What follows belongs to an exercise in optimizing a design on an open flow for small area, a short achievable clock period and few clock cycles per item; a production flow would make more cautious choices.

==> yarrow: inputs <==
==> flow/design.v (excerpt) <==
module ray_box_slab_test (
	input  logic                                 clk,
	input  logic                                 arst_n,
	input  logic                                 cfg_we,
	input  logic [rbst_pkg::IDX_W-1:0]           cfg_index,
	input  logic [rbst_pkg::COORD_W-1:0]         cfg_wdata,
	input  logic                                 s_tvalid,
	output logic                                 s_tready,
	input  logic [8*rbst_pkg::IN_BYTES-1:0]      s_tdata,
	output logic                                 m_tvalid,
	input  logic                                 m_tready,
	output logic [8*rbst_pkg::OUT_BYTES-1:0]     m_tdata
);
==> flow/config.mk <==
export PLATFORM = sky130hd
export DESIGN_NAME = ray_box_slab_test
export DESIGN_NICKNAME = ray_box_slab_test
export VERILOG_FILES = /design/flow/design.v
export SDC_FILE = /design/flow/constraint.sdc
export NUM_CORES = 8
export LEC_CHECK = 0
export CAP_MARGIN = 20
export CORE_MARGIN = 2
export CORE_UTILIZATION = 40
export PLACE_DENSITY = 0.8
export SETUP_SLACK_MARGIN = 4.5
export SLEW_MARGIN = 20
export TNS_END_PERCENT = 0
==> flow/constraint.sdc <==
create_clock -name core_clock -period 8.0 [get_ports {clk}]
set_input_delay 1.6000 -clock core_clock [delete_from_list [all_inputs] [get_ports {clk}]]
set_output_delay 1.6000 -clock core_clock [all_outputs]
set_load 0.01 [all_outputs]
run.sh (not shown) runs the stock make flow with config.mk's settings and CLKGATE_MAP_FILE= SYNTH_SCRIPT=/design/flow/synth_recipe.tcl, a recipe that flattens the netlist after the stock synthesis.
==> harbor (differences from yarrow) <==
--- a/flow/design.v
+++ b/flow/design.v
@@ -1368,17 +1368,17 @@
 	localparam int LN   = rbst_pkg::LANES;
 	localparam int RW   = rbst_pkg::RW;
 	localparam int TB   = rbst_pkg::TB;
 	localparam int LW   = rbst_pkg::LW;
 	localparam int DW   = rbst_pkg::DW;
 	localparam int TW   = rbst_pkg::TW;
 	localparam int NST  = rbst_pkg::NST;
 	localparam int NC   = rbst_pkg::NCMP;
-	localparam int LAT  = rbst_pkg::FRONT_LAT + NST + 2;
+	localparam int LAT  = 1 + rbst_pkg::FRONT_LAT + NST + 2;
 	localparam int QD   = LAT + 2;
 	localparam int CNTW = 5;    
 	logic [AX*32-1:0] lo_q, hi_q;
 	logic [15:0]      eps_q;
 	always_ff @(posedge clk or negedge arst_n) begin
 		if (!arst_n) begin
 			lo_q  <= '0;
 			hi_q  <= '0;
@@ -1391,36 +1391,38 @@
 				rbst_pkg::REG_HIGH_X: hi_q[0 +: 32]  <= cfg_wdata;
 				rbst_pkg::REG_HIGH_Y: hi_q[32 +: 32] <= cfg_wdata;
 				rbst_pkg::REG_HIGH_Z: hi_q[64 +: 32] <= cfg_wdata;
 				rbst_pkg::REG_EPS:    eps_q          <= cfg_wdata[15:0];
 				default: ;
 			endcase
 		end
 	end
+	logic [191:0]   in_q;
 	logic [LAT-1:0] vld_q;
 	logic           rdy_q;
 	logic           acc;
 	assign acc      = s_tvalid && rdy_q;
 	assign s_tready = rdy_q;
+	always_ff @(posedge clk) in_q <= s_tdata;
 	always_ff @(posedge clk or negedge arst_n) begin
 		if (!arst_n) vld_q <= '0;
 		else         vld_q <= {vld_q[LAT-2:0], acc};
 	end
 	logic [LN*31-1:0] r0;
 	logic [LN*TW-1:0] tail0;
 	logic [AX*DW-1:0] den0;
 	logic [LN-1:0]    nrm0, ngt0, cneg0;
 	logic             blk0;
 	rbst_front u_front (
 		.clk    (clk),
 		.lo     (lo_q),
 		.hi     (hi_q),
-		.org    (s_tdata[0 +: 96]),
-		.dir    (s_tdata[96 +: 96]),
+		.org    (in_q[0 +: 96]),
+		.dir    (in_q[96 +: 96]),
 		.r0_o   (r0),
 		.tail_o (tail0),
 		.den_o  (den0),
 		.nrm_o  (nrm0),
 		.ngt_o  (ngt0),
 		.cneg_o (cneg0),
 		.blk_o  (blk0)
 	);
@@ -1594,17 +1596,17 @@
 	always_comb begin
 		vs = take ? {2'b00, qv[QD-1:1]} : {1'b0, qv};
 		ds = take ? {1'b0, qd[QD-1:1]} : qd;
 	end
 	always_ff @(posedge clk or negedge arst_n) begin
 		if (!arst_n) begin
 			qv    <= '0;
 			cnt_q <= '0;
-			rdy_q <= 1'b1;
+			rdy_q <= 1'b0;    
 		end else begin
 			for (int i = 0; i < QD; i++)
 				qv[i] <= vs[i] || (vld_q[LAT-1] && (i == 0 || vs[i-1]));
 			cnt_q <= cnt_q + CNTW'(acc) - CNTW'(take);
 			rdy_q <= (cnt_q + CNTW'(acc) - CNTW'(take)) < CNTW'(QD);
 		end
 	end
 	always_ff @(posedge clk) begin
- PLACE_DENSITY: 0.8 -> 0.7
==> results.txt <==
| metric | harbor | yarrow |
|---|---|---|
| Number of flops mapped to enable cells by yosys | 24 | 23 |
| Number of buffers other than clock buffers in the final layout | 960 | 915 |
| Sequential fraction of total cell area | 37.60% | 37.24% |
| Share of the synthesized area in compound gates (AO/OA/AOI/OAI) | 12.60% | 12.64% |
| HPWL reported at the end of detailed placement | 865.9 mm | 879.0 mm |
| Worst reg2reg endpoint | g_st[3].g_l[0].u_div.q[2] | cmp_st[39] |
| Non-clock buffer contribution to total cell area | 1.640% | 1.578% |
| Worst setup endpoint | g_st[3].g_l[0].u_div.q[2] | cmp_st[39] |
| Placeable core area | 1179000 um^2 | 1168000 um^2 |
| Worst-skew pair later-pin latency | 1150 ps | 1240 ps |
| Simple-gate share of the synthesized area | 11.52% | 11.53% |
| Post-synthesis cell count | 45630 | 45240 |
| Share of the cycle needed by the critical path after routing | 48.95% | 50.16% |
| Post-Synthesis Cell Area | 472400 um^2 | 468200 um^2 |
| Hold wc startpoint | cmc_st[25] | t_st[384] |
| Number of gates resized after CTS | 552 | 461 |
| Worst flop-to-flop path startpoint | g_st[2].g_l[0].u_div.q[0] | u_front.den_o[59] |
| Worst EP required | 9030 ps | 9070 ps |
| Final clock-cell share | 6.371% | 6.282% |
| Number of signal-net inverters in the final layout | 2880 | 2878 |
| Outcome | finished clean | finished clean |
| GRT Total Usage | 18.53% | 19.28% |
| Num CTS Buffers | 947 | 925 |
| Num Clock Sinks | 9868 | 9673 |
| Clock buffer count in the final layout | 1282 | 1221 |
No run of this note included a check of the RTL's function; only the layout flow was run.

-- separate check: timing with driven ports --
How much do the figures lean on ideal ports? The routed layouts below were timed once more, with nothing changed but the port constraints. Step 1, drivers: a clkbuf_16 drives clk and a buf_2 each remaining input, both assumed. Step 2, shift: input delay + t, output delay - t, t = (earliest + latest rising clock arrival at the registers) / 2. This alone moves slack from input paths to output paths. Three values: ideal, step 1, step 2; two values: the first two.
| run | shift t [ns] | slack for setup (ns) | worst setup path after step 2 | latest minus earliest clock arrival (ns) | cell pins on the clock port's net |
|---|---|---|---|---|---|
| yarrow | 1.272 | 3.987 / 3.987 / 2.868 | input to register | 0.154 / 0.154 | 1 |
| harbor | 1.244 | 4.084 / 4.084 / 3.173 | input to register | 0.118 / 0.118 | 1 |
After both steps setup and hold are still met in every run listed. The setup slack of yarrow, which loses most, moves by 0.000 ns with the drivers and by -1.119 ns with both steps.
